This design comes from an exercise in tuning for small area, a short achievable clock period and few clock cycles per item on the open sky130 flow, not from production work. No functional check of the RTL was part of any run shown here.

===== design/flow/config.mk =====
export PLATFORM = sky130hd
export DESIGN_NAME = sm4Core
export DESIGN_NICKNAME = sm4Core
export VERILOG_FILES = /design/flow/design.v
export SDC_FILE = /design/flow/constraint.sdc
export NUM_CORES = 8
export LEC_CHECK = 0
export CAP_MARGIN = 20
export CORE_MARGIN = 2
export CORE_UTILIZATION = 60
export SETUP_SLACK_MARGIN = 5
export SLEW_MARGIN = 20
export TNS_END_PERCENT = 0

===== design/flow/constraint.sdc =====
create_clock -name core_clock -period 11.0 [get_ports {clk}]
set_input_delay 2.2000 -clock core_clock [delete_from_list [all_inputs] [get_ports {clk}]]
set_output_delay 2.2000 -clock core_clock [all_outputs]
set_load 0.01 [all_outputs]

===== design/flow/design.v =====
`default_nettype none
package sm4TablesPkg;
  function automatic logic [3:0] gf16Inv2(input logic [3:0] a);
    case (a)
      4'd0: gf16Inv2 = 4'd0;
      4'd1: gf16Inv2 = 4'd1;
      4'd2: gf16Inv2 = 4'd3;
      4'd3: gf16Inv2 = 4'd2;
      4'd4: gf16Inv2 = 4'd15;
      4'd5: gf16Inv2 = 4'd12;
      4'd6: gf16Inv2 = 4'd9;
      4'd7: gf16Inv2 = 4'd11;
      4'd8: gf16Inv2 = 4'd10;
      4'd9: gf16Inv2 = 4'd6;
      4'd10: gf16Inv2 = 4'd8;
      4'd11: gf16Inv2 = 4'd7;
      4'd12: gf16Inv2 = 4'd5;
      4'd13: gf16Inv2 = 4'd14;
      4'd14: gf16Inv2 = 4'd13;
      4'd15: gf16Inv2 = 4'd4;
      default: gf16Inv2 = 4'd0;
    endcase
  endfunction
  function automatic logic [7:0] sbox(input logic [7:0] x);
    logic [8:0] fh, fl, fs, fd;
    logic [3:0] dl, d, di, vh, vl;
    logic [7:0] v;
    fh[0] = ~(((x[0] ^ x[1]) ^ (x[2] ^ x[3])) ^ ((x[4] ^ x[5]) ^ x[6]));
    fl[0] = ~(x[3] ^ x[4]);
    fs[0] = ((x[0] ^ x[1]) ^ (x[2] ^ x[5])) ^ x[6];
    fh[1] = ~(x[2] ^ x[7]);
    fl[1] = (x[2] ^ x[5]) ^ x[7];
    fs[1] = ~(x[5]);
    fh[2] = ((x[0] ^ x[1]) ^ (x[3] ^ x[4])) ^ ((x[5] ^ x[6]) ^ x[7]);
    fl[2] = ~(((x[2] ^ x[3]) ^ (x[4] ^ x[5])) ^ x[7]);
    fs[2] = ~((x[0] ^ x[1]) ^ (x[2] ^ x[6]));
    fh[3] = ~(x[6]);
    fl[3] = ~((x[1] ^ x[4]) ^ (x[5] ^ x[6]));
    fs[3] = (x[1] ^ x[4]) ^ x[5];
    fh[4] = ((x[0] ^ x[1]) ^ (x[2] ^ x[4])) ^ x[6];
    fl[4] = (x[1] ^ x[2]) ^ x[5];
    fs[4] = (x[0] ^ x[4]) ^ (x[5] ^ x[6]);
    fh[5] = ~((x[0] ^ x[1]) ^ (x[2] ^ x[4]));
    fl[5] = ~((x[2] ^ x[4]) ^ x[6]);
    fs[5] = (x[0] ^ x[1]) ^ x[6];
    fh[6] = ((x[0] ^ x[1]) ^ (x[2] ^ x[3])) ^ (x[4] ^ x[5]);
    fl[6] = (x[1] ^ x[3]) ^ (x[5] ^ x[6]);
    fs[6] = (x[0] ^ x[2]) ^ (x[4] ^ x[6]);
    fh[7] = ~(((x[0] ^ x[1]) ^ (x[4] ^ x[6])) ^ x[7]);
    fl[7] = x[1] ^ x[7];
    fs[7] = ~((x[0] ^ x[4]) ^ x[6]);
    fh[8] = ~(((x[2] ^ x[3]) ^ (x[5] ^ x[6])) ^ x[7]);
    fl[8] = (x[3] ^ x[5]) ^ (x[6] ^ x[7]);
    fs[8] = ~(x[2]);
    dl[0] = ~(x[5] ^ x[7]);
    dl[1] = ~(((x[0] ^ x[3]) ^ (x[5] ^ x[6])) ^ x[7]);
    dl[2] = ((x[2] ^ x[3]) ^ (x[4] ^ x[5])) ^ (x[6] ^ x[7]);
    dl[3] = ~(((x[0] ^ x[1]) ^ (x[2] ^ x[3])) ^ x[6]);
    d[0] = (((fh[1] & fl[1]) ^ (fh[2] & fl[2])) ^ ((fh[3] & fl[3]) ^ (fh[4] & fl[4]))) ^ dl[0];
    d[1] = (((fh[0] & fl[0]) ^ (fh[2] & fl[2])) ^ ((fh[4] & fl[4]) ^ (fh[5] & fl[5]))) ^ dl[1];
    d[2] = (((fh[3] & fl[3]) ^ (fh[4] & fl[4])) ^ ((fh[6] & fl[6]) ^ (fh[7] & fl[7]))) ^ dl[2];
    d[3] = (((fh[4] & fl[4]) ^ (fh[5] & fl[5])) ^ ((fh[7] & fl[7]) ^ (fh[8] & fl[8]))) ^ dl[3];
    di = gf16Inv2(d);
    fd[0] = di[3];
    fd[1] = di[2];
    fd[2] = di[2] ^ di[3];
    fd[3] = di[1];
    fd[4] = di[0];
    fd[5] = di[0] ^ di[1];
    fd[6] = di[1] ^ di[3];
    fd[7] = di[0] ^ di[2];
    fd[8] = (di[0] ^ di[1]) ^ (di[2] ^ di[3]);
    vh[0] = ((fh[1] & fd[1]) ^ (fh[2] & fd[2])) ^ ((fh[3] & fd[3]) ^ (fh[4] & fd[4]));
    vl[0] = ((fs[1] & fd[1]) ^ (fs[2] & fd[2])) ^ ((fs[3] & fd[3]) ^ (fs[4] & fd[4]));
    vh[1] = ((fh[0] & fd[0]) ^ (fh[2] & fd[2])) ^ ((fh[4] & fd[4]) ^ (fh[5] & fd[5]));
    vl[1] = ((fs[0] & fd[0]) ^ (fs[2] & fd[2])) ^ ((fs[4] & fd[4]) ^ (fs[5] & fd[5]));
    vh[2] = ((fh[3] & fd[3]) ^ (fh[4] & fd[4])) ^ ((fh[6] & fd[6]) ^ (fh[7] & fd[7]));
    vl[2] = ((fs[3] & fd[3]) ^ (fs[4] & fd[4])) ^ ((fs[6] & fd[6]) ^ (fs[7] & fd[7]));
    vh[3] = ((fh[4] & fd[4]) ^ (fh[5] & fd[5])) ^ ((fh[7] & fd[7]) ^ (fh[8] & fd[8]));
    vl[3] = ((fs[4] & fd[4]) ^ (fs[5] & fd[5])) ^ ((fs[7] & fd[7]) ^ (fs[8] & fd[8]));
    v = {vh, vl};
    sbox[0] = ~((v[0] ^ v[2]) ^ (v[4] ^ v[6]));
    sbox[1] = ~(v[0] ^ v[6]);
    sbox[2] = ((v[1] ^ v[2]) ^ (v[4] ^ v[5])) ^ v[6];
    sbox[3] = (v[0] ^ v[4]) ^ (v[6] ^ v[7]);
    sbox[4] = ~((v[1] ^ v[3]) ^ v[7]);
    sbox[5] = (v[1] ^ v[3]) ^ v[5];
    sbox[6] = ~(v[0] ^ v[1]);
    sbox[7] = ~(((v[0] ^ v[1]) ^ (v[2] ^ v[3])) ^ v[5]);
  endfunction
  function automatic logic [31:0] ck(input logic [4:0] i);
    case (i)
      5'd0: ck = 32'h00070e15;
      5'd1: ck = 32'h1c232a31;
      5'd2: ck = 32'h383f464d;
      5'd3: ck = 32'h545b6269;
      5'd4: ck = 32'h70777e85;
      5'd5: ck = 32'h8c939aa1;
      5'd6: ck = 32'ha8afb6bd;
      5'd7: ck = 32'hc4cbd2d9;
      5'd8: ck = 32'he0e7eef5;
      5'd9: ck = 32'hfc030a11;
      5'd10: ck = 32'h181f262d;
      5'd11: ck = 32'h343b4249;
      5'd12: ck = 32'h50575e65;
      5'd13: ck = 32'h6c737a81;
      5'd14: ck = 32'h888f969d;
      5'd15: ck = 32'ha4abb2b9;
      5'd16: ck = 32'hc0c7ced5;
      5'd17: ck = 32'hdce3eaf1;
      5'd18: ck = 32'hf8ff060d;
      5'd19: ck = 32'h141b2229;
      5'd20: ck = 32'h30373e45;
      5'd21: ck = 32'h4c535a61;
      5'd22: ck = 32'h686f767d;
      5'd23: ck = 32'h848b9299;
      5'd24: ck = 32'ha0a7aeb5;
      5'd25: ck = 32'hbcc3cad1;
      5'd26: ck = 32'hd8dfe6ed;
      5'd27: ck = 32'hf4fb0209;
      5'd28: ck = 32'h10171e25;
      5'd29: ck = 32'h2c333a41;
      5'd30: ck = 32'h484f565d;
      5'd31: ck = 32'h646b7279;
      default: ck = 32'h0;
    endcase
  endfunction
  localparam logic [127:0] FK = {
    32'ha3b1bac6,
    32'h56aa3350,
    32'h677d9197,
    32'hb27022dc
  };
  function automatic logic [31:0] rotl(input logic [31:0] w, input int unsigned n);
    rotl = (w << n) | (w >> (32 - n));
  endfunction
  function automatic logic [31:0] tauSub(input logic [31:0] a);
    tauSub = {sbox(a[31:24]), sbox(a[23:16]), sbox(a[15:8]), sbox(a[7:0])};
  endfunction
  function automatic logic [31:0] dataT(input logic [31:0] x);
    logic [31:0] b;
    b = tauSub(x);
    dataT = b ^ rotl(b, 2) ^ rotl(b, 10) ^ rotl(b, 18) ^ rotl(b, 24);
  endfunction
  function automatic logic [31:0] keyT(input logic [31:0] x);
    logic [31:0] b;
    b = tauSub(x);
    keyT = b ^ rotl(b, 13) ^ rotl(b, 23);
  endfunction
endpackage
`default_nettype wire
`default_nettype none
package sm4CorePkg;
  localparam int WORD_W  = 32;
  localparam int BLOCK_W = 128;
  localparam int ROUNDS  = 32;
  localparam int ROUND_W = 5;
endpackage
`default_nettype wire
`default_nettype none
import sm4CorePkg::*;
module sm4Core (
  input  wire logic                             clk,
  input  wire logic                             rst_n,
  input  wire logic                             start,
  input  wire logic                             decrypt,
  input  wire logic [sm4CorePkg::BLOCK_W-1:0]   key,
  input  wire logic [sm4CorePkg::BLOCK_W-1:0]   textIn,
  output logic [sm4CorePkg::BLOCK_W-1:0]        textOut,
  output logic                                  done
);
  localparam logic [ROUND_W-1:0] CNT_LAST = ROUND_W'(ROUNDS - 1);
  logic               busy;
  logic               spec;
  logic               hitR;
  logic               rounds;
  logic               decMode;
  logic               valid;
  logic [ROUND_W-1:0] cnt;
  logic [ROUND_W-1:0] cntNext;
  logic               accept;
  logic               missNow;
  logic               lastRound;
  logic               toRounds;
  logic               keyBack;
  logic               dataRound;
  logic               saveEnd;
  logic               keyBackNext;
  logic [BLOCK_W-1:0] keyIn;
  logic [BLOCK_W-1:0] kw;
  logic [BLOCK_W-1:0] ko;
  assign keyIn     = key ^ sm4TablesPkg::FK;
  assign accept    = start && !busy;
  assign missNow   = spec && !hitR;
  assign lastRound = busy && rounds && !spec && (cnt == '0);
  assign toRounds  = busy && !rounds && (!decMode || cnt == CNT_LAST);
  always_comb
  begin
    if (accept)
      cntNext = decrypt ? CNT_LAST : ROUND_W'(1);
    else if (!busy || lastRound || missNow)
      cntNext = '0;
    else if (rounds ? decMode : (decMode && cnt == CNT_LAST))
      cntNext = rounds ? cnt - 1'b1 : cnt;
    else
      cntNext = cnt + 1'b1;
  end
  assign keyBackNext = accept ? decrypt
                              : (busy && !lastRound && !missNow && decMode && (rounds || toRounds));
  always_ff @(posedge clk or negedge rst_n)
  begin
    if (!rst_n)
    begin
      busy      <= 1'b0;
      spec      <= 1'b0;
      hitR      <= 1'b0;
      rounds    <= 1'b0;
      decMode   <= 1'b0;
      valid     <= 1'b0;
      cnt       <= '0;
      done      <= 1'b0;
      keyBack   <= 1'b0;
      dataRound <= 1'b0;
    end
    else
    begin
      done <= lastRound;
      cnt  <= cntNext;
      spec <= accept;
      hitR <= valid && (keyIn == kw);
      keyBack   <= keyBackNext;
      dataRound <= accept || (busy && !lastRound && !missNow && (rounds || toRounds));
      if (accept)
      begin
        busy    <= 1'b1;
        rounds  <= 1'b1;
        decMode <= decrypt;
      end
      else
      begin
        if (lastRound)
        begin
          busy  <= 1'b0;
          valid <= 1'b1;
        end
        if (missNow)
          rounds <= 1'b0;
        else if (toRounds)
          rounds <= 1'b1;
      end
    end
  end
  logic [WORD_W-1:0] k0, k1, k2, k3;
  logic [WORD_W-1:0] tk;
  logic [WORD_W-1:0] e0, e1, e2, e3;
  logic              stepFwd;
  logic              stepBack;
  logic              encEnd;
  logic [WORD_W-1:0] z;
  assign {k0, k1, k2, k3} = kw;
  assign tk = sm4TablesPkg::keyT(z);
  assign encEnd   = lastRound && !decMode;
  assign stepFwd  = (accept && !decrypt) || (busy && !keyBack && !encEnd && !missNow);
  assign stepBack = busy && keyBack && !missNow;
  always_comb
  begin
    if ((accept && decrypt) || missNow || encEnd)
      {e0, e1, e2, e3} = ko;
    else if (stepFwd)
      {e0, e1, e2, e3} = {k1, k2, k3, k0};
    else if (stepBack)
      {e0, e1, e2, e3} = {k3, k0, k1, k2};
    else
      {e0, e1, e2, e3} = kw;
  end
  always_ff @(posedge clk)
    kw <= {(tk & {WORD_W{stepBack}}) ^ e0, e1, e2, (tk & {WORD_W{stepFwd}}) ^ e3};
  always_ff @(posedge clk)
    z <= (tk & {WORD_W{keyBackNext ? stepBack : stepFwd}}) ^
         (e1 ^ e2 ^ (keyBackNext ? e0 : e3) ^ sm4TablesPkg::ck(cntNext));
  assign saveEnd = busy && !missNow && (decMode ? (rounds && cnt == CNT_LAST)
                                                : (!rounds || cnt == '0));
  always_ff @(posedge clk)
  begin
    if (accept)
      ko <= keyIn;
    else if (saveEnd)
      ko <= kw;
  end
  logic [WORD_W-1:0] x0, x1, x2, x3;
  logic [WORD_W-1:0] ex0, ex1, ex2, ex3;
  logic [WORD_W-1:0] y;
  logic [WORD_W-1:0] ty;
  logic              dataStep;
  assign dataStep = dataRound && !missNow;
  assign ty = sm4TablesPkg::dataT(y);
  always_comb
  begin
    if (accept)
      {ex0, ex1, ex2, ex3} = textIn;
    else if (dataStep)
      {ex0, ex1, ex2, ex3} = {x1, x2, x3, x0};
    else
      {ex0, ex1, ex2, ex3} = {x0, x1, x2, x3};
  end
  always_ff @(posedge clk)
  begin
    {x0, x1, x2} <= {ex0, ex1, ex2};
    x3 <= (ty & {WORD_W{dataStep}}) ^ ex3;
    y  <= (ty & {WORD_W{dataStep}}) ^ (tk & {WORD_W{stepFwd}}) ^ (ex1 ^ ex2 ^ ex3 ^ e3);
  end
  assign textOut = {x3, x2, x1, x0};
endmodule
`default_nettype wire

===== design/flow/flow/run.sh =====
#!/bin/bash
# Own layout flow: the standard flow (standard.sh), with
#  - synthesis as standard.sh does it, except for the ABC mapping script
#    (flow/abc.script) used for the logic between the registers;
#  - the ORFS knobs in flow/knobs.txt added to the layout's make call.
# Registers, their names and cells are the standard synthesis's: the
# flip-flops are mapped before ABC runs and ABC does not touch them.
# Each tool's full output goes to a log file of its own in this folder.
set -euo pipefail
here=$(pwd)
fdir=$here/flow

# synthesis script: synth_recipe.tcl with ORFS's synth.tcl swapped for a copy
# whose abc call uses flow/abc.script.
sed "s#^  log_cmd abc {\*}\$abc_args#  set abc_args [lreplace \$abc_args 1 1 $fdir/abc.script]\n  log_cmd abc {*}\$abc_args#" \
  "$FLOW_HOME/scripts/synth.tcl" > "$here/own_synth.tcl"
grep -q "abc.script" "$here/own_synth.tcl"
sed "s#\$::env(SCRIPTS_DIR)/synth.tcl#$here/own_synth.tcl#" "$here/synth_recipe.tcl" > "$here/own_synth_recipe.tcl"
grep -q "own_synth.tcl" "$here/own_synth_recipe.tcl"

knobs=()
if [[ -f $fdir/knobs.txt ]]; then
  while IFS= read -r line; do
    [[ -n "$line" && "$line" != \#* ]] && knobs+=("$line")
  done < "$fdir/knobs.txt"
fi

bash standard.sh "SYNTH_SCRIPT=$here/own_synth_recipe.tcl" synth > "$here/synth.log" 2>&1
bash standard.sh "SYNTH_SCRIPT=$here/own_synth_recipe.tcl" "${knobs[@]}" finish > "$here/layout.log" 2>&1
test -f "$here/out/final.def"

===== design/flow/flow/abc.script =====
strash
dch
map -B 0.9
topo
stime -c
buffer -c
upsize -c
dnsize -c

===== design/flow/flow/knobs.txt =====
BUFFER_PORTS_ARGS=-buffer_cell sky130_fd_sc_hd__buf_1
SETUP_SLACK_MARGIN=5.5

===== design/flow/standard.sh =====
#!/bin/bash
# synth_recipe.tcl (not shown) runs the flow's synth.tcl, then flattens the netlist and writes it again
# the make line also repeats each setting of config.mk as NAME=value (left out here)
make -C /OpenROAD-flow-scripts/flow DESIGN_CONFIG=/design/flow/config.mk WORK_HOME=/design/flow/orfs CLKGATE_MAP_FILE= SYNTH_SCRIPT=/design/flow/synth_recipe.tcl "${@:-finish}"

==> impl_results.md, run 1 <==
- Outcome: complete, no violations
- CTS Sinks: 462
- I/O pins: 389
- Final worst hold slack: 511 ps
- Post-synthesis cell type count: 65
- Antenna violations before repair: 13
- Die Area: 80200 um2
- Nets: 8225
- Cell mode on critical path: nor2_1
- Area leader, netlist: nand2_1
- Synth Warn #: 1
- Die height: 283 um
- CTS tree: yes
- Top-count cell post-synth: nand2_1
- Vias: 53000
- Worst slack, placed: 4440 ps
- Row count: 102
- Yosys reg bits: 462
- CTS HTree Levels: 2
- Max Slew Vio Count: 0
- Final Instance Area: 50400 um2
- Cell chain of the critical path: buf_1 -> nand2_4 -> buf_4 -> buf_6 -> nor2_1 -> a31oi_1 -> xnor2_1 -> xor2_1 -> inv_1 -> nand3_1 -> nand2_1 -> nor2_1 -> nor2_1
- Maximum clock rate: 183 MHz
- Slew margin rel.: 0.248
- Global route hottest layer: met2
- Vias/cell: 5.89
- Post-synth top flop: dfxtp_1
- Grt ovf: 0
- Count of buffers from port buffering: 388
- Clk buf depth: 3
- Endpoint type of the worst setup path: register
- Synthesis-to-finish area growth: 7.70%
- CTS Buf Count: 44
- Final Setup Violations: 0
- Core box area: 77300 um2
- CP max FO: 103
- Hold Fails Final Rpt: 0
- Routed WL: 184000 um
- Number of global-route vias before repair: 47200
- Chip Width: 283 um
- Post-route ant nets: 0
- Flip-flop and latch area: 11000 um2
- Initial Utilization: 0.605
- CP Launch Type: primary input
- Area of placed instances: 48500 um2
- Post-synth top area share: 0.242
- Global-route wire length before repair: 275000 um
- Final WS setup: 5540 ps
- CP max-delay cell: xor2_1
- Dominant cells by area after synthesis: nand2_1 24%, dfxtp_1 12%, edfxtp_1 10%
- Met3 Use GR: 0.105
- Skew-Pair Late Insertion Delay: 580 ps
- Worst Path Required: 11470 ps
- Clock root buffer: clkbuf_16
- Worst clock skew: 15.2 ps
- Largest net degree at the start of global routing: 143
- Fill count: 7526
- Grt met1 use: 0.562
- Worst setup path category: in -> reg
- EDFF count, synth: 160
- Cell count after synthesis: 7702
- Crit share post-route: 0.496
- Crit path time final: 5460 ps
- Placer Congestion: 1.05
- CP arrival: 5930 ps
- Register area share after synthesis: 0.233
- Syn Nets: 8014
- Max_cap viols: 0
- Fraction of registers with async set/reset: 0.0303
- Worst-path clk slew: 60 ps
- Area of the multi-input gates: 32200 um2
- Post-synth top cells: 3018 x nand2_1, 818 x nand3_1, 534 x inv_1
- Synthesized area per cell: 6.07 um2
- Starting DRT DRC Count: 6202
- RSZ-0062 raised after global routing: true
- Fraction of layout cells with a size suffix above 1: 0.0994
- Met2 Use GR: 0.656
- Synth Cell Area: 46800 um2
- Hold Crit Class: reg -> reg
- Max incr delay on CP: 850 ps
- WL/cell: 20.5 um
- Worst slew pin tran: 1120 ps
- HPWL after DPL: 147000 um
- Setup_tns: 0 ps
- Fin util: 0.652
- DRC: 0
- DR pass1 iterations: 7
- GR Util All Layers: 0.438
-- stage by stage --
stage	cells
after CTS	8982
after global routing	9002
after detailed placement	8900
after global placement	8900
after floorplan	7702
final	9003
-- path summary, 6_finish.rpt --
path / cells past startpoint / startpoint / end / slack, ps
setup / recovery: 13 / start / y[29] / 5540
hold / removal: 1 / ko[75] / kw[75] / 510
setup reg to reg: 35 / y[23] / y[31] / 5790
hold reg to reg: 1 / ko[75] / kw[75] / 510
max in group asynchronous: 1 / rst_n / cnt[3] / 8770
min in group asynchronous: 1 / rst_n / done / 1700
-- state kept, by name (all words and copies together), names as in the netlist, 5 cells and up --
register,cells
y,32
ko,128
x0,32
x3,32
cnt,5
x2,32
z,32
x1,32
kw,128
-- metal layers --
metal	wire [um]	vias to the layer above
met4	13700	0
met5	0	-
met1	70600	24100
li1	-	25300
met2	76700	3057
met3	23200	588
-- cell families (layout without fill, tap and decap cells) --
kind of cell / count (synthesis) / in the layout / share of synthesized area
and+or+nand+nor: 4894 / 4894 / 0.464
buffers and inverters: 919 / 1166 / 0.0819
AOI/OAI and AO/OA: 834 / 834 / 0.103
xor gates and xnor gates: 540 / 540 / 0.104
DFF: 462 / 462 / 0.233
adders and majority gates: 52 / 52 / 0.0139
muxes: 1 / 1 / 0.000214
other: 0 / 14 / 0
-- area by class of cell --
type	instances	share of cell area
tap	1040	0.0258
multi-input combinational	6321	0.639
inverter	665	0.0512
clock buffer	67	0.0256
timing repair buffer	419	0.0349
clock inverter	15	0.00323
antenna	14	0.000695
sequential	462	0.219
-- what timing repair did --
item / 4_1_cts / 5_1_grt
hold buffers: 0 / 0
endpoints found under the setup margin: 72 / 157
buffers inserted: 0 / 6
gates cloned: 0 / 0
pin swaps: 0 / 1
gates resized for setup: 7 / 107
-- worst max-delay path: cells and delay by family --
kind	cells	cell delay, ps
xor gates and xnor gates	2	1020
and+or+nand+nor	6	860
buffers and inverters	4	1430
AOI/OAI and AO/OA	1	260
-- cells in the final DEF (no fill, tap or decap), types with 59 or more instances in the layout --
master | netlist | final
xnor2_1 | 222 | 222
nand3_1 | 818 | 806
inv_1 | 534 | 531
o21ai_0 | 444 | 443
buf_1 | 14 | 388
a31oi_1 | 67 | 67
nand2_4 | 56 | 59
dfxtp_1 | 288 | 233
nand3_2 | 88 | 99
o211ai_1 | 88 | 88
nand4_1 | 87 | 87
a21oi_1 | 103 | 103
nor2_1 | 436 | 436
inv_2 | 100 | 99
nand2_2 | 279 | 285
nand2_1 | 3018 | 3008
xor2_1 | 305 | 302
edfxtp_1 | 160 | 160
==> inputs of run 2 (changes only) <==
--- a/design/flow/design.v
+++ b/design/flow/design.v
@@ -28,32 +28,32 @@
     fh[0] = ~(((x[0] ^ x[1]) ^ (x[2] ^ x[3])) ^ ((x[4] ^ x[5]) ^ x[6]));
-    fl[0] = ~(x[3] ^ x[4]);
-    fs[0] = ((x[0] ^ x[1]) ^ (x[2] ^ x[5])) ^ x[6];
+    fl[0] = ((x[0] ^ x[1]) ^ (x[2] ^ x[5])) ^ x[6];
+    fs[0] = ~(x[3] ^ x[4]);
     fh[1] = ~(x[2] ^ x[7]);
-    fl[1] = (x[2] ^ x[5]) ^ x[7];
-    fs[1] = ~(x[5]);
+    fl[1] = ~(x[5]);
+    fs[1] = (x[2] ^ x[5]) ^ x[7];
     fh[2] = ((x[0] ^ x[1]) ^ (x[3] ^ x[4])) ^ ((x[5] ^ x[6]) ^ x[7]);
-    fl[2] = ~(((x[2] ^ x[3]) ^ (x[4] ^ x[5])) ^ x[7]);
-    fs[2] = ~((x[0] ^ x[1]) ^ (x[2] ^ x[6]));
+    fl[2] = ~((x[0] ^ x[1]) ^ (x[2] ^ x[6]));
+    fs[2] = ~(((x[2] ^ x[3]) ^ (x[4] ^ x[5])) ^ x[7]);
     fh[3] = ~(x[6]);
-    fl[3] = ~((x[1] ^ x[4]) ^ (x[5] ^ x[6]));
-    fs[3] = (x[1] ^ x[4]) ^ x[5];
+    fl[3] = (x[1] ^ x[4]) ^ x[5];
+    fs[3] = ~((x[1] ^ x[4]) ^ (x[5] ^ x[6]));
     fh[4] = ((x[0] ^ x[1]) ^ (x[2] ^ x[4])) ^ x[6];
-    fl[4] = (x[1] ^ x[2]) ^ x[5];
-    fs[4] = (x[0] ^ x[4]) ^ (x[5] ^ x[6]);
+    fl[4] = (x[0] ^ x[4]) ^ (x[5] ^ x[6]);
+    fs[4] = (x[1] ^ x[2]) ^ x[5];
     fh[5] = ~((x[0] ^ x[1]) ^ (x[2] ^ x[4]));
-    fl[5] = ~((x[2] ^ x[4]) ^ x[6]);
-    fs[5] = (x[0] ^ x[1]) ^ x[6];
+    fl[5] = (x[0] ^ x[1]) ^ x[6];
+    fs[5] = ~((x[2] ^ x[4]) ^ x[6]);
     fh[6] = ((x[0] ^ x[1]) ^ (x[2] ^ x[3])) ^ (x[4] ^ x[5]);
-    fl[6] = (x[1] ^ x[3]) ^ (x[5] ^ x[6]);
-    fs[6] = (x[0] ^ x[2]) ^ (x[4] ^ x[6]);
+    fl[6] = (x[0] ^ x[2]) ^ (x[4] ^ x[6]);
+    fs[6] = (x[1] ^ x[3]) ^ (x[5] ^ x[6]);
     fh[7] = ~(((x[0] ^ x[1]) ^ (x[4] ^ x[6])) ^ x[7]);
-    fl[7] = x[1] ^ x[7];
-    fs[7] = ~((x[0] ^ x[4]) ^ x[6]);
+    fl[7] = ~((x[0] ^ x[4]) ^ x[6]);
+    fs[7] = x[1] ^ x[7];
     fh[8] = ~(((x[2] ^ x[3]) ^ (x[5] ^ x[6])) ^ x[7]);
-    fl[8] = (x[3] ^ x[5]) ^ (x[6] ^ x[7]);
-    fs[8] = ~(x[2]);
-    dl[0] = ~(x[5] ^ x[7]);
-    dl[1] = ~(((x[0] ^ x[3]) ^ (x[5] ^ x[6])) ^ x[7]);
-    dl[2] = ((x[2] ^ x[3]) ^ (x[4] ^ x[5])) ^ (x[6] ^ x[7]);
-    dl[3] = ~(((x[0] ^ x[1]) ^ (x[2] ^ x[3])) ^ x[6]);
+    fl[8] = ~(x[2]);
+    fs[8] = (x[3] ^ x[5]) ^ (x[6] ^ x[7]);
+    dl[0] = ~((x[3] ^ x[6]) ^ x[7]);
+    dl[1] = ~((x[0] ^ x[2]) ^ (x[3] ^ x[5]));
+    dl[2] = (x[0] ^ x[1]) ^ x[2];
+    dl[3] = x[4] ^ x[5];
     d[0] = (((fh[1] & fl[1]) ^ (fh[2] & fl[2])) ^ ((fh[3] & fl[3]) ^ (fh[4] & fl[4]))) ^ dl[0];
@@ -81,10 +81,10 @@
     v = {vh, vl};
-    sbox[0] = ~((v[0] ^ v[2]) ^ (v[4] ^ v[6]));
-    sbox[1] = ~(v[0] ^ v[6]);
-    sbox[2] = ((v[1] ^ v[2]) ^ (v[4] ^ v[5])) ^ v[6];
-    sbox[3] = (v[0] ^ v[4]) ^ (v[6] ^ v[7]);
-    sbox[4] = ~((v[1] ^ v[3]) ^ v[7]);
-    sbox[5] = (v[1] ^ v[3]) ^ v[5];
-    sbox[6] = ~(v[0] ^ v[1]);
-    sbox[7] = ~(((v[0] ^ v[1]) ^ (v[2] ^ v[3])) ^ v[5]);
+    sbox[0] = ~(v[0] ^ v[2]);
+    sbox[1] = ~((v[0] ^ v[4]) ^ v[6]);
+    sbox[2] = (v[1] ^ v[2]) ^ v[4];
+    sbox[3] = (v[0] ^ v[6]) ^ v[7];
+    sbox[4] = ~((v[1] ^ v[3]) ^ v[5]);
+    sbox[5] = (v[1] ^ v[3]) ^ v[7];
+    sbox[6] = ~((v[0] ^ v[1]) ^ (v[4] ^ v[5]));
+    sbox[7] = ~(((v[0] ^ v[1]) ^ (v[2] ^ v[3])) ^ ((v[4] ^ v[6]) ^ v[7]));
   endfunction
==> impl_results.md, run 2 <==
- Outcome: complete, no violations
- CTS HTree Levels: 2 (unchanged)
- Slew margin rel.: 0.329 (+0.0812)
- CP Launch Type: primary input
- Initial Utilization: 0.604 (-0.00107)
- Die Area: 80000 um2 (-0.34%)
- Chip Width: 283 um (-0.17%)
- Post-route ant nets: 0 (unchanged)
- Area of the multi-input gates: 32000 um2 (-0.81%)
- Fraction of registers with async set/reset: 0.0303 (unchanged)
- Post-synth top flop: dfxtp_1
- Grt ovf: 0 (unchanged)
- Core box area: 77200 um2 (-0.16%)
- Synthesized area per cell: 6.07 um2 (-0.15%)
- Skew-Pair Late Insertion Delay: 600 ps (+20 ps)
- Vias: 52700 (-0.68%)
- Crit share post-route: 0.506 (+0.00971)
- Worst setup path category: in -> reg
- Reg2reg path depth: 37 (+5.7%)
- HPWL after DPL: 144000 um (-2.4%)
- Crit path time final: 5560 ps (+107 ps)
- Worst slew pin tran: 1000 ps (-117 ps)
- WHS Path Cells: 2 (+1)
- Worst path bufs/invs: 4 (unchanged)
- Hold Fails Final Rpt: 0 (unchanged)
- Top-count cell post-synth: nand2_1
- Syn Nets: 8000 (-0.17%)
- Row count: 102 (unchanged)
- Cell chain of the critical path: buf_1 -> nand2_4 -> buf_4 -> o21ai_4 -> inv_6 -> buf_6 -> o21ai_0 -> o22ai_1 -> o21ai_0 -> xor2_1 -> xor2_1 -> xor2_1
- Biggest regs: ko: 128 flops, kw: 128 flops
- Synth Warn #: 1 (unchanged)
- Flip-flop and latch area: 11000 um2 (-0.37%)
- Leading cell types in the layout, fill and taps excluded: 3057 x nand2_1, 721 x nand3_1, 552 x inv_1, 468 x nor2_1, 412 x o21ai_0
- Max_cap viols: 0 (unchanged)
- CP max FO: 84 (-18%)
- Number of global-route vias before repair: 45400 (-3.7%)
- Cell count after synthesis: 7687 (-0.19%)
- Cell mode on critical path: xor2_1
- EDFF count, synth: 160 (unchanged)
- Worst-path clk slew: 70 ps (about the same)
- Post-synth top cells: 3064 x nand2_1, 726 x nand3_1, 555 x inv_1
- Die height: 283 um (-0.17%)
- WL/cell: 20.2 um (-1.4%)
- CTS Buf Count: 46 (+4.5%)
- Clk buf depth: 3 (unchanged)
- Setup_tns: 0 ps (unchanged)
- Nets: 8210 (-0.18%)
- Max incr delay on CP: 580 ps (-270 ps)
- Synthesis-to-finish area growth: 7.83%
- Fill count: 7352 (-2.3%)
- CTS Sinks: 462 (unchanged)
- RSZ-0062 raised after global routing: true
- Post-synth top area share: 0.247 (+0.00453)
- Register area share after synthesis: 0.234 (+0.000802)
- Commonest non-fill, non-tap cell in the layout: nand2_1
- Count of buffers from port buffering: 388 (unchanged)
- Hold Crit Class: reg -> reg
- CP max-delay cell: buf_4
- Dominant cells by area after synthesis: nand2_1 25%, dfxtp_1 12%, edfxtp_1 10%
- Endpoint type of the worst setup path: register
- Area leader, netlist: nand2_1
- Worst clock skew: 28.8 ps (+13.7 ps)
- DR pass1 iterations: 7 (unchanged)
- GR Util All Layers: 0.433 (-0.00476)
- Yosys reg bits: 462 (unchanged)
- Final Setup Violations: 0 (unchanged)
- Post-synthesis cell type count: 61 (-6.2%)
- Vias/cell: 5.86 (-0.46%)
- CP arrival: 6100 ps (+170 ps)
- Final WS setup: 5440 ps (-107 ps)
- Levels on crit path: 12 (-1)
- CTS tree: yes
- Crit-path leading delay family: buffers and inverters
- Routed WL: 181000 um (-1.6%)
- Fraction of layout cells with a size suffix above 1: 0.0972 (-0.00222)
- I/O pins: 389 (unchanged)
- DRC: 0 (unchanged)
- Worst slack, placed: 4700 ps (+265 ps)
- Max Slew Vio Count: 0 (unchanged)
- Placer Congestion: 1.07 (+1.4%)
- Antenna violations before repair: 10 (-3)
- Synth Cell Area: 46600 um2 (-0.34%)
- Starting DRT DRC Count: 6834 (+10%)
- Largest net degree at the start of global routing: 219 (+53%)
- Global-route wire length before repair: 266000 um (-3.3%)
- Worst Path Required: 11530 ps (+60 ps)
- Maximum clock rate: 180 MHz (-1.9%)
- Clock root buffer: clkbuf_16
## run 2: cell types whose count changed in the layout (fill, tap and decap cells not counted), moves of 21 or more
cell / previous run / this run
nand2_2: 285 / 248
nand3_1: 806 / 721
nand2_1: 3008 / 3057
xor2_1: 302 / 323
o21ai_0: 443 / 412
xor2_2: 10 / 33
inv_1: 531 / 552
inv_2: 99 / 133
nor2_1: 436 / 468
xnor2_1: 222 / 181
## run 2: routing by layer
layer | part of all wire | track usage | vias up
li1 | - | - | 25100
met2 | 0.41 | 0.639 | 3077
met3 | 0.13 | 0.109 | 486
met1 | 0.39 | 0.584 | 24000
met4 | 0.060 | 0.225 | 4
met5 | 0.00015 | 0 | -
## run 2: final cells by class
cell class | instances | area share
multi-input combinational | 6262 | 0.636
sequential | 462 | 0.219
inverter | 708 | 0.0538
timing repair buffer | 417 | 0.0339
tap | 1040 | 0.0259
clock buffer | 61 | 0.0254
clock inverter | 25 | 0.00622
antenna | 8 | 0.000398
## run 2: worst reg2reg max path: cells and delay by family, from the launching register on
kind / cells / cell delay, ps
simple gates: 31 / 3900
buf+inv: 5 / 510
fa+ha+maj: 1 / 360
flops: 1 / 550
## run 2: cells by family (layout without fill, tap and decap cells)
group                    Yosys count  count (layout)  synth area share
other                              0               8                 0
flip-flops                       462             462             0.234
adder cells (fa/ha/maj)           53              53            0.0142
AND/OR/NAND/NOR                 4830            4830             0.452
buffers and inverters            963            1211            0.0837
XOR/XNOR                         553             553             0.113
AO/OA/AOI/OAI                    826             826             0.103
## run 2: what timing repair did
action / in CTS / in global routing
hold buffers: 0 / 0
buffers inserted: 0 / 2
endpoints found under the setup margin: 31 / 160
resized for setup: 6 / 67
## run 2: path summary, 6_finish.rpt
path	slack, ps	start	to
min in group asynchronous	1670	rst_n	spec
worst max-delay path	5440	start	z[18]
worst min-delay path	520	x3[14]	x2[14]
max in group asynchronous	8820	rst_n	cnt[3]
worst max register to register	5600	z[21]	y[20]
worst min register to register	520	x3[14]	x2[14]
## run 2: stage by stage
step	cell area (um2)	utilization	hold slack [ps]	std cells
6_report	50300	0.651	525	8983
5_1_grt	50300	0.651	556	8978
3_3_place_gp	48500	0.628	485	8887
3_5_place_dp	48500	0.628	505	8887
2_1_floorplan	46600	-	440	7687
4_1_cts	50100	0.648	525	8973
==> inputs of run 3 (changes only) <==
--- a/design/flow/design.v
+++ b/design/flow/design.v
@@ -36,22 +36,22 @@
     fs[2] = ~(((x[2] ^ x[3]) ^ (x[4] ^ x[5])) ^ x[7]);
-    fh[3] = ~(x[6]);
-    fl[3] = (x[1] ^ x[4]) ^ x[5];
-    fs[3] = ~((x[1] ^ x[4]) ^ (x[5] ^ x[6]));
-    fh[4] = ((x[0] ^ x[1]) ^ (x[2] ^ x[4])) ^ x[6];
-    fl[4] = (x[0] ^ x[4]) ^ (x[5] ^ x[6]);
-    fs[4] = (x[1] ^ x[2]) ^ x[5];
-    fh[5] = ~((x[0] ^ x[1]) ^ (x[2] ^ x[4]));
-    fl[5] = (x[0] ^ x[1]) ^ x[6];
-    fs[5] = ~((x[2] ^ x[4]) ^ x[6]);
-    fh[6] = ((x[0] ^ x[1]) ^ (x[2] ^ x[3])) ^ (x[4] ^ x[5]);
-    fl[6] = (x[0] ^ x[2]) ^ (x[4] ^ x[6]);
-    fs[6] = (x[1] ^ x[3]) ^ (x[5] ^ x[6]);
-    fh[7] = ~(((x[0] ^ x[1]) ^ (x[4] ^ x[6])) ^ x[7]);
-    fl[7] = ~((x[0] ^ x[4]) ^ x[6]);
-    fs[7] = x[1] ^ x[7];
-    fh[8] = ~(((x[2] ^ x[3]) ^ (x[5] ^ x[6])) ^ x[7]);
-    fl[8] = ~(x[2]);
-    fs[8] = (x[3] ^ x[5]) ^ (x[6] ^ x[7]);
-    dl[0] = ~((x[3] ^ x[6]) ^ x[7]);
-    dl[1] = ~((x[0] ^ x[2]) ^ (x[3] ^ x[5]));
+    fh[3] = ((x[0] ^ x[1]) ^ (x[2] ^ x[3])) ^ (x[4] ^ x[5]);
+    fl[3] = (x[0] ^ x[2]) ^ (x[4] ^ x[6]);
+    fs[3] = (x[1] ^ x[3]) ^ (x[5] ^ x[6]);
+    fh[4] = ~(((x[0] ^ x[1]) ^ (x[4] ^ x[6])) ^ x[7]);
+    fl[4] = ~((x[0] ^ x[4]) ^ x[6]);
+    fs[4] = x[1] ^ x[7];
+    fh[5] = ~(((x[2] ^ x[3]) ^ (x[5] ^ x[6])) ^ x[7]);
+    fl[5] = ~(x[2]);
+    fs[5] = (x[3] ^ x[5]) ^ (x[6] ^ x[7]);
+    fh[6] = ~(x[6]);
+    fl[6] = (x[1] ^ x[4]) ^ x[5];
+    fs[6] = ~((x[1] ^ x[4]) ^ (x[5] ^ x[6]));
+    fh[7] = ((x[0] ^ x[1]) ^ (x[2] ^ x[4])) ^ x[6];
+    fl[7] = (x[0] ^ x[4]) ^ (x[5] ^ x[6]);
+    fs[7] = (x[1] ^ x[2]) ^ x[5];
+    fh[8] = ~((x[0] ^ x[1]) ^ (x[2] ^ x[4]));
+    fl[8] = (x[0] ^ x[1]) ^ x[6];
+    fs[8] = ~((x[2] ^ x[4]) ^ x[6]);
+    dl[0] = ~(((x[0] ^ x[1]) ^ (x[2] ^ x[3])) ^ (x[6] ^ x[7]));
+    dl[1] = ~((x[0] ^ x[2]) ^ (x[3] ^ x[4]));
     dl[2] = (x[0] ^ x[1]) ^ x[2];
@@ -81,10 +81,10 @@
     v = {vh, vl};
-    sbox[0] = ~(v[0] ^ v[2]);
-    sbox[1] = ~((v[0] ^ v[4]) ^ v[6]);
-    sbox[2] = (v[1] ^ v[2]) ^ v[4];
-    sbox[3] = (v[0] ^ v[6]) ^ v[7];
-    sbox[4] = ~((v[1] ^ v[3]) ^ v[5]);
-    sbox[5] = (v[1] ^ v[3]) ^ v[7];
-    sbox[6] = ~((v[0] ^ v[1]) ^ (v[4] ^ v[5]));
-    sbox[7] = ~(((v[0] ^ v[1]) ^ (v[2] ^ v[3])) ^ ((v[4] ^ v[6]) ^ v[7]));
+    sbox[0] = ~(v[0]);
+    sbox[1] = ~((v[0] ^ v[2]) ^ v[4]);
+    sbox[2] = ((v[1] ^ v[2]) ^ (v[3] ^ v[4])) ^ v[6];
+    sbox[3] = (v[0] ^ v[2]) ^ (v[6] ^ v[7]);
+    sbox[4] = ~((v[1] ^ v[5]) ^ v[7]);
+    sbox[5] = v[1] ^ v[7];
+    sbox[6] = ~(((v[0] ^ v[1]) ^ (v[2] ^ v[3])) ^ ((v[4] ^ v[5]) ^ (v[6] ^ v[7])));
+    sbox[7] = ~((v[0] ^ v[1]) ^ (v[4] ^ v[7]));
   endfunction
==> impl_results.md, run 3 <==
- Initial Utilization: 0.606 (+0.00183)
- Cell chain of the critical path: buf_1 -> nand2_8 -> buf_8 -> clkinv_2 -> nand2_1 -> inv_1 -> a211oi_4 -> buf_4 -> buf_8 -> o311ai_0 -> o21ai_0 -> o21ai_0 -> xnor2_1 -> xor2_1 -> xor2_1
- Top-count cell post-synth: nand2_1
- CP Launch Type: primary input
- Post-synth top cells: 2984 x nand2_1, 770 x nand3_1, 638 x inv_1
- WHS Path Cells: 1 (-1)
- Setup_tns: 0 ps (unchanged)
- Max Slew Vio Count: 0 (unchanged)
- Max incr delay on CP: 460 ps (-120 ps)
- WHS Endpoint: kw[85]
- Number of global-route vias before repair: 45900 (+0.95%)
- Post-synth top flop: dfxtp_1
- Endpoint type of the worst setup path: register
- WL/cell: 20.2 um (+0.35%)
- Synthesized area per cell: 6.10 um2 (+0.59%)
- CP max FO: 74 (-12%)
- Worst clock skew: 33.7 ps (+4.84 ps)
- DR pass1 iterations: 6 (-1)
- Area leader, netlist: nand2_1
- CTS Sinks: 462 (unchanged)
- Die Area: 78900 um2 (-1.3%)
- RR Endpoint: y[0]
- Post-route ant nets: 0 (unchanged)
- Worst setup path category: in -> reg
- Slew margin rel.: 0.257 (-0.0714)
- I/O pins: 389 (unchanged)
- Post-synthesis cell type count: 74 (+21%)
- Hold Crit Class: reg -> reg
- Reg2reg path depth: 34 (-8.1%)
- Leading cell types in the layout, fill and taps excluded: 2947 x nand2_1, 752 x nand3_1, 632 x inv_1, 415 x o21ai_0, 403 x nor2_1
- Fill count: 7136 (-2.9%)
- Largest net degree at the start of global routing: 122 (-44%)
- Antenna violations before repair: 5 (-5)
- Skew-Pair Late Insertion Delay: 590 ps (about the same)
- Grt ovf: 0 (unchanged)
- Cell count after synthesis: 7540 (-1.9%)
- RSZ-0062 raised after global routing: true
- Register area share after synthesis: 0.237 (+0.00317)
- Fraction of layout cells with a size suffix above 1: 0.0862 (-0.0110)
- Placer Congestion: 1.04 (-2.4%)
- Outcome: complete, no violations
- Worst Path Required: 11500 ps (-30 ps)
- CTS tree: yes
- Met2 Use GR: 0.655 (+0.0159)
- Fraction of registers with async set/reset: 0.0303 (unchanged)
- Nets: 8078 (-1.6%)
- Post-synthesis adder-cell area fraction: 0.0150 (+0.000737)
- DRC: 0 (unchanged)
- Global route hottest layer: met2
- CTS Buf Count: 46 (unchanged)
- Grt met1 use: 0.574 (-0.0104)
- CP arrival: 6020 ps (-80 ps)
- Max_cap viols: 0 (unchanged)
- Vias: 51900 (-1.5%)
- Crit share post-route: 0.502 (-0.00394)
- Clk buf depth: 3 (unchanged)
- CP max-delay cell: buf_4
- Synth Warn #: 1 (unchanged)
- Synth Area in Compound Gates: 0.105 (+0.00183)
- Global-route wire length before repair: 265000 um (-0.40%)
- Starting DRT DRC Count: 6604 (-3.4%)
- Routed WL: 179000 um (-1.3%)
- Row count: 101 (-0.98%)
- Syn Nets: 7855 (-1.8%)
- Post-synth top area share: 0.243 (-0.00319)
- Area of the multi-input gates: 31700 um2 (-0.81%)
- Dominant cells by area after synthesis: nand2_1 24%, dfxtp_1 13%, edfxtp_1 10%
- Synthesis-to-finish area growth: 9.45%
- Synth Cell Area: 46000 um2 (-1.3%)
- Biggest regs: ko: 128 flops, kw: 128 flops
- Mux contribution to synthesized area: 0.000218 (+0.000218)
- Largest family of logic cells by synthesized area: simple AND/OR/NAND/NOR gates
- Non-Filler Instances: 8833 (-1.7%)
- Hold_sp: ko[85]
- GR Util All Layers: 0.434 (+0.000665)
- Crit path time final: 5520 ps (-43.4 ps)
- Final Setup Violations: 0 (unchanged)
- Placed cell count: 8729 (-1.8%)
- Flip-flop and latch area: 11100 um2 (+0.75%)
- Worst slew pin tran: 1100 ps (+102 ps)
- Yosys reg bits: 462 (unchanged)
- Die height: 281 um (-0.66%)
- Core box area: 75900 um2 (-1.6%)
- CTS HTree Levels: 2 (unchanged)
- EDFF count, synth: 160 (unchanged)
- Count of buffers from port buffering: 388 (unchanged)
- Vias/cell: 5.87 (+0.20%)
- Commonest non-fill, non-tap cell in the layout: nand2_1
- Synth Area in Simple Gates: 0.424 (-0.0285)
- Clock root buffer: clkbuf_16
- Met3 Use GR: 0.0844 (-0.0241)
- Reg-to-reg slack, setup: 5710 ps (+110 ps)
- Hold Fails Final Rpt: 0 (unchanged)
- Synth Area in XOR/XNOR: 0.131 (+0.0183)
- HPWL after DPL: 142000 um (-1.5%)
- R2r startpoint: z[12]
- Chip Width: 281 um (-0.66%)
- Worst-path clk slew: 60 ps (about the same)
- Maximum clock rate: 181 MHz (+0.79%)
## run 3: changes by cell type in the layout (fill, tap and decap cells not counted), sizes merged, moves of 10 or more
cell / delta
nor2: -75
a21oi: +12
buf: +19
xor2: +43
inv: +10
xnor2: +48
a22oi: -11
nand2: -173
nand4: -12
o211ai: +11
o22ai: -10
## run 3: cells by family (layout without fill, tap and decap cells)
| group | after synthesis | after routing |
|---|---|---|
| and+or+nand+nor | 4575 | 4575 |
| buffers and inverters | 976 | 1235 |
| AOI/OAI and AO/OA | 827 | 827 |
| xor gates and xnor gates | 644 | 644 |
| DFF | 462 | 462 |
| adders and majority gates | 55 | 55 |
| muxes | 1 | 1 |
| other | 0 | 4 |
## run 3: cell type report
type	count	area share
clock inverter	27	0.00649
tap	1030	0.0256
timing repair buffer	436	0.0374
inverter	715	0.0543
multi-input combinational	6102	0.630
sequential	462	0.220
clock buffer	57	0.0264
antenna	4	0.000199
## run 3: worst max path at each step
stage / depth (start not counted) / from / end / slack [ps]
global route: 38 / z[14] / y[2] / 5300
CTS: 37 / z[6] / y[7] / 5390
finish: 15 / start / z[7] / 5480
floorplan: 8 / start / ko[0] / 5720
detailed placement: 13 / start / z[15] / 4270
global placement: 18 / start / y[9] / 4360
## run 3: repair_timing
action,4_1_cts,5_1_grt
setup endpoints to repair,124,160
setup buffers,0,16
resized for setup,35,192
pin swaps,0,7
hold buffers,0,0
## run 3: per-layer routing
layer / vias up / routed length [um]
li1: 24600 / -
met1: 23700 / 69400
met2: 3002 / 75100
met3: 598 / 21600
met4: 0 / 12600
met5: - / 0
## run 3: stage by stage
stage	setup slack (ps)	hold slack, ps	utilization	cell area [um2]
after detailed placement	4270	508	0.629	47700
after floorplan	5720	432	-	46000
final	5480	526	0.663	50400
after global routing	5300	539	0.663	50400
after CTS	5390	530	0.651	49500
after global placement	4360	503	0.629	47700
## run 3: critical path, delay by kind of cell
kind / cells / cell delay, ps
AND/OR/NAND/NOR: 2 / 470
buffers and inverters: 6 / 1690
XOR/XNOR: 3 / 820
AO/OA/AOI/OAI: 4 / 720
==> inputs of run 4 (changes only) <==
--- a/design/flow/design.v
+++ b/design/flow/design.v
@@ -28,32 +28,32 @@
     fh[0] = ~(((x[0] ^ x[1]) ^ (x[2] ^ x[3])) ^ ((x[4] ^ x[5]) ^ x[6]));
-    fl[0] = ((x[0] ^ x[1]) ^ (x[2] ^ x[5])) ^ x[6];
-    fs[0] = ~(x[3] ^ x[4]);
+    fl[0] = ((x[0] ^ x[1]) ^ (x[3] ^ x[6])) ^ x[7];
+    fs[0] = ~((x[2] ^ x[4]) ^ (x[5] ^ x[7]));
     fh[1] = ~(x[2] ^ x[7]);
-    fl[1] = ~(x[5]);
-    fs[1] = (x[2] ^ x[5]) ^ x[7];
+    fl[1] = ~(x[3] ^ x[6]);
+    fs[1] = (x[2] ^ x[3]) ^ (x[6] ^ x[7]);
     fh[2] = ((x[0] ^ x[1]) ^ (x[3] ^ x[4])) ^ ((x[5] ^ x[6]) ^ x[7]);
-    fl[2] = ~((x[0] ^ x[1]) ^ (x[2] ^ x[6]));
-    fs[2] = ~(((x[2] ^ x[3]) ^ (x[4] ^ x[5])) ^ x[7]);
+    fl[2] = ~((x[0] ^ x[1]) ^ x[7]);
+    fs[2] = ~((x[3] ^ x[4]) ^ (x[5] ^ x[6]));
     fh[3] = ((x[0] ^ x[1]) ^ (x[2] ^ x[3])) ^ (x[4] ^ x[5]);
-    fl[3] = (x[0] ^ x[2]) ^ (x[4] ^ x[6]);
-    fs[3] = (x[1] ^ x[3]) ^ (x[5] ^ x[6]);
+    fl[3] = (x[1] ^ x[2]) ^ (x[6] ^ x[7]);
+    fs[3] = ((x[0] ^ x[3]) ^ (x[4] ^ x[5])) ^ (x[6] ^ x[7]);
     fh[4] = ~(((x[0] ^ x[1]) ^ (x[4] ^ x[6])) ^ x[7]);
-    fl[4] = ~((x[0] ^ x[4]) ^ x[6]);
-    fs[4] = x[1] ^ x[7];
+    fl[4] = ((x[1] ^ x[3]) ^ (x[5] ^ x[6])) ^ x[7];
+    fs[4] = ~((x[0] ^ x[3]) ^ (x[4] ^ x[5]));
     fh[5] = ~(((x[2] ^ x[3]) ^ (x[5] ^ x[6])) ^ x[7]);
-    fl[5] = ~(x[2]);
-    fs[5] = (x[3] ^ x[5]) ^ (x[6] ^ x[7]);
+    fl[5] = (x[2] ^ x[3]) ^ x[5];
+    fs[5] = ~(x[6] ^ x[7]);
     fh[6] = ~(x[6]);
-    fl[6] = (x[1] ^ x[4]) ^ x[5];
-    fs[6] = ~((x[1] ^ x[4]) ^ (x[5] ^ x[6]));
+    fl[6] = (x[0] ^ x[2]) ^ x[3];
+    fs[6] = ~((x[0] ^ x[2]) ^ (x[3] ^ x[6]));
     fh[7] = ((x[0] ^ x[1]) ^ (x[2] ^ x[4])) ^ x[6];
-    fl[7] = (x[0] ^ x[4]) ^ (x[5] ^ x[6]);
-    fs[7] = (x[1] ^ x[2]) ^ x[5];
+    fl[7] = ~((x[1] ^ x[5]) ^ x[7]);
+    fs[7] = ~(((x[0] ^ x[2]) ^ (x[4] ^ x[5])) ^ (x[6] ^ x[7]));
     fh[8] = ~((x[0] ^ x[1]) ^ (x[2] ^ x[4]));
-    fl[8] = (x[0] ^ x[1]) ^ x[6];
-    fs[8] = ~((x[2] ^ x[4]) ^ x[6]);
-    dl[0] = ~(((x[0] ^ x[1]) ^ (x[2] ^ x[3])) ^ (x[6] ^ x[7]));
-    dl[1] = ~((x[0] ^ x[2]) ^ (x[3] ^ x[4]));
-    dl[2] = (x[0] ^ x[1]) ^ x[2];
-    dl[3] = x[4] ^ x[5];
+    fl[8] = ~(((x[0] ^ x[1]) ^ (x[2] ^ x[3])) ^ (x[5] ^ x[7]));
+    fs[8] = (x[3] ^ x[4]) ^ (x[5] ^ x[7]);
+    dl[0] = ((x[0] ^ x[1]) ^ (x[2] ^ x[3])) ^ x[7];
+    dl[1] = ~((x[1] ^ x[3]) ^ x[6]);
+    dl[2] = ~((x[2] ^ x[4]) ^ (x[6] ^ x[7]));
+    dl[3] = ~(((x[2] ^ x[3]) ^ (x[4] ^ x[6])) ^ x[7]);
     d[0] = (((fh[1] & fl[1]) ^ (fh[2] & fl[2])) ^ ((fh[3] & fl[3]) ^ (fh[4] & fl[4]))) ^ dl[0];
@@ -81,10 +81,10 @@
     v = {vh, vl};
-    sbox[0] = ~(v[0]);
-    sbox[1] = ~((v[0] ^ v[2]) ^ v[4]);
-    sbox[2] = ((v[1] ^ v[2]) ^ (v[3] ^ v[4])) ^ v[6];
-    sbox[3] = (v[0] ^ v[2]) ^ (v[6] ^ v[7]);
-    sbox[4] = ~((v[1] ^ v[5]) ^ v[7]);
-    sbox[5] = v[1] ^ v[7];
-    sbox[6] = ~(((v[0] ^ v[1]) ^ (v[2] ^ v[3])) ^ ((v[4] ^ v[5]) ^ (v[6] ^ v[7])));
-    sbox[7] = ~((v[0] ^ v[1]) ^ (v[4] ^ v[7]));
+    sbox[0] = ~((v[0] ^ v[5]) ^ v[6]);
+    sbox[1] = ~(v[0] ^ v[2]);
+    sbox[2] = (v[1] ^ v[2]) ^ v[3];
+    sbox[3] = ((v[0] ^ v[2]) ^ (v[4] ^ v[6])) ^ v[7];
+    sbox[4] = ~(v[1] ^ v[4]);
+    sbox[5] = (v[1] ^ v[4]) ^ v[5];
+    sbox[6] = ~(((v[0] ^ v[1]) ^ (v[2] ^ v[3])) ^ (v[6] ^ v[7]));
+    sbox[7] = ~((v[0] ^ v[1]) ^ v[6]);
   endfunction
==> impl_results.md, run 4 <==
- Outcome: complete, no violations
- Endpoint type of the worst setup path: register
- Hold_buf cts: 0 (unchanged)
- Commonest non-fill, non-tap cell in the layout: nand2_1
- Final worst hold slack: 496 ps (-29.5 ps)
- Fraction of registers with async set/reset: 0.0303 (unchanged)
- Global-route wire length before repair: 263000 um (-0.72%)
- CP max FO: 101 (+36%)
- Vias: 52600 (+1.4%)
- Synth Cell Area: 45900 um2 (-0.13%)
- Post-synthesis adder-cell area fraction: 0.0139 (-0.00107)
- Worst-path clk slew: 70 ps (about the same)
- Vias/cell: 5.90 (+0.49%)
- Clk buf depth: 3 (unchanged)
- Placed cell count: 8817 (+1.0%)
- GR Util All Layers: 0.430 (-0.00381)
- Worst slack, placed: 4270 ps (+7.32 ps)
- DRC: 0 (unchanged)
- CTS tree: yes
- Grt ovf: 0 (unchanged)
- Max Slew Vio Count: 0 (unchanged)
- DR pass1 iterations: 9 (+3)
- Final WS setup: 5480 ps (+0.400 ps)
- Post-synthesis cell type count: 64 (-14%)
- Synthesis-to-finish area growth: 8.06%
- Max_cap viols: 0 (unchanged)
- Largest net degree at the start of global routing: 207 (+70%)
- Maximum clock rate: 181 MHz (about the same)
- Biggest regs: ko: 128 flops, kw: 128 flops
- Launch point of the critical path: start
- Fin util: 0.655 (-0.00815)
- Die Area: 78800 um2 (-0.12%)
- Clock root buffer: clkbuf_16
- EDFF count, synth: 160 (unchanged)
- Worst Path Required: 11490 ps (about the same)
- Mux contribution to synthesized area: 0 (-0.000218)
- WL/cell: 19.8 um (-2.0%)
- Cell count after synthesis: 7683 (+1.9%)
- Dominant cells by area after synthesis: nand2_1 26%, dfxtp_1 13%, edfxtp_1 10%
- Synth Warn #: 1 (unchanged)
- Worst clock skew: 24.1 ps (-9.57 ps)
- Reg-to-reg slack, setup: 5680 ps (-30 ps)
- Setup_tns: 0 ps (unchanged)
- Synth Area in Simple Gates: 0.451 (+0.0266)
- Yosys reg bits: 462 (unchanged)
- Chip Width: 281 um (about the same)
- CP Launch Type: primary input
- Post-synth top flop: dfxtp_1
- Final Setup Violations: 0 (unchanged)
- CTS Sinks: 462 (unchanged)
- R2r startpoint: y[14]
- Core box area: 75800 um2 (-0.17%)
- Leading cell types in the layout, fill and taps excluded: 3148 x nand2_1, 821 x nand3_1, 628 x inv_1, 408 x nor2_1, 400 x o21ai_0
- Max incr delay on CP: 560 ps (+100 ps)
- Worst slew pin tran: 1290 ps (+183 ps)
- Slew margin rel.: 0.121 (-0.137)
- Post-synth top cells: 3166 x nand2_1, 827 x nand3_1, 631 x inv_1
- Fraction of layout cells with a size suffix above 1: 0.0754 (-0.0108)
- Row count: 101 (unchanged)
- Area leader, netlist: nand2_1
- Antenna violations before repair: 6 (+1)
- CP max-delay cell: o21ai_1
- Non-Filler Instances: 8913 (+0.91%)
- CTS HTree Levels: 2 (unchanged)
- Starting DRT DRC Count: 6480 (-1.9%)
- Post-route ant nets: 0 (unchanged)
- Worst setup path category: in -> reg
- Crit path time final: 5520 ps (-0.400 ps)
- RSZ-0062 raised after global routing: true
- Routed WL: 177000 um (-1.1%)
- Skew-Pair Late Insertion Delay: 600 ps (about the same)
- Synthesized area per cell: 5.98 um2 (-2.0%)
- Area of placed instances: 47700 um2 (-0.17%)
- Top-count cell post-synth: nand2_1
- Nets: 8204 (+1.6%)
- Die height: 281 um (about the same)
- Count of buffers from port buffering: 388 (unchanged)
- Hold Crit Class: reg -> reg
- Synth Area in Compound Gates: 0.103 (-0.00150)
- Syn Nets: 7994 (+1.8%)
- RR Endpoint: y[31]
- Number of global-route vias before repair: 46200 (+0.67%)
- CTS Buf Count: 46 (unchanged)
- Hold Fails Final Rpt: 0 (unchanged)
- CP arrival: 6010 ps (about the same)
- Crit path to: y[19]
- Post-synth top area share: 0.259 (+0.0152)
- Crit share post-route: 0.502 (about the same)
- Placer Congestion: 1.03 (-1.2%)
- Final Instance Area: 49700 um2 (-1.4%)
- Register area share after synthesis: 0.238 (+0.000297)
- I/O pins: 389 (unchanged)
- Synth Area in XOR/XNOR: 0.110 (-0.0207)
- Largest family of logic cells by synthesized area: simple AND/OR/NAND/NOR gates
- HPWL after DPL: 139000 um (-1.9%)
- Reg2reg path depth: 33 (-2.9%)
- Hold_sp: spec
- Cell chain of the critical path: buf_1 -> nand2_4 -> clkbuf_8 -> nor2_1 -> nor3_4 -> clkbuf_16 -> buf_8 -> o211ai_1 -> o21ai_1 -> xnor2_1 -> nand4_1 -> nand2_1 -> nand2_1 -> inv_1 -> nor2_1
- Initial Utilization: 0.606 (about the same)
[run 4: per-layer routing]
| layer | wire length (um) | global-route usage | up-vias |
|---|---|---|---|
| met5 | 13 | 0 | - |
| met4 | 13900 | 0.288 | 2 |
| met3 | 20500 | 0.0852 | 585 |
| met2 | 74500 | 0.651 | 2987 |
| met1 | 67800 | 0.555 | 23900 |
| li1 | - | - | 25100 |
[run 4: worst min-delay path by stage]
stage                 to  slack, ps  depth (start not counted)
global placement    done        480                          1
global route        done        520                          1
floorplan           done        440                          1
CTS                 done        490                          1
detailed placement  done        480                          1
finish              done        500                          1
[run 4: cell families (layout without fill, tap and decap cells)]
family	after synthesis	count (layout)
other cells	0	4
buf+inv	956	1204
xor+xnor	555	555
compound gates	816	816
flops	462	462
fa+ha+maj	51	51
simple gates	4843	4843
[run 4: repair_timing]
item,CTS,global route
endpoints found under the setup margin,70,159
setup buffers,0,4
gates resized for setup,5,106
gates cloned,0,1
pin swaps,0,1
[run 4: final cells by class]
type	count	area (um2)
Clock buffer	66	1410
Tap cell	978	1220
Fill cell	7311	26200
Sequential cell	462	11000
Timing Repair Buffer	414	1740
Inverter	704	2670
Clock inverter	20	201
Multi-Input combinational cell	6265	31400
Antenna cell	4	10.0
[run 4: critical path, delay by kind of cell]
kind | cells | cell delay (ps)
xor+xnor | 1 | 220
simple gates | 7 | 1190
buf+inv | 5 | 1570
compound gates | 2 | 720

static timing again, ports no longer ideal:
Ports are ideal in the flow. The routed layouts listed here were re-timed in OpenROAD. Step 1: set_driving_cell puts a clkbuf_16 on clk and a buf_2 on each other input, an assumption about the parent block. Step 2 times the ports against the registers' clock, not the clock port: input delays grow and output delays shrink by t, the midpoint of the rising clock arrivals with the driver on. Slacks: ideal / step 1 / step 2; pairs: ideal / step 1.
| run | shift t [ns] | setup slack, ns | worst hold slack (ns) | worst register clock-pin slew, ns | worst slew at a driven data input, ns |
|---|---|---|---|---|---|
| run 1 | 0.635 | 5.543 / 5.584 / 4.949 | 0.511 / 0.511 / 0.511 | 0.07 / 0.07 | 0.16 |
| run 2 | 0.657 | 5.436 / 5.480 / 4.823 | 0.525 / 0.525 / 0.525 | 0.07 / 0.07 | 0.10 |
| run 3 | 0.632 | 5.480 / 5.518 / 4.886 | 0.526 / 0.526 / 0.526 | 0.07 / 0.07 | 0.20 |
| run 4 | 0.651 | 5.480 / 5.520 / 4.869 | 0.496 / 0.496 / 0.496 | 0.07 / 0.07 | 0.09 |
After both steps setup and hold are still met in every run listed. For run 2, which loses most, drivers alone change the setup slack by +0.044 ns; drivers and shift together by -0.613 ns.
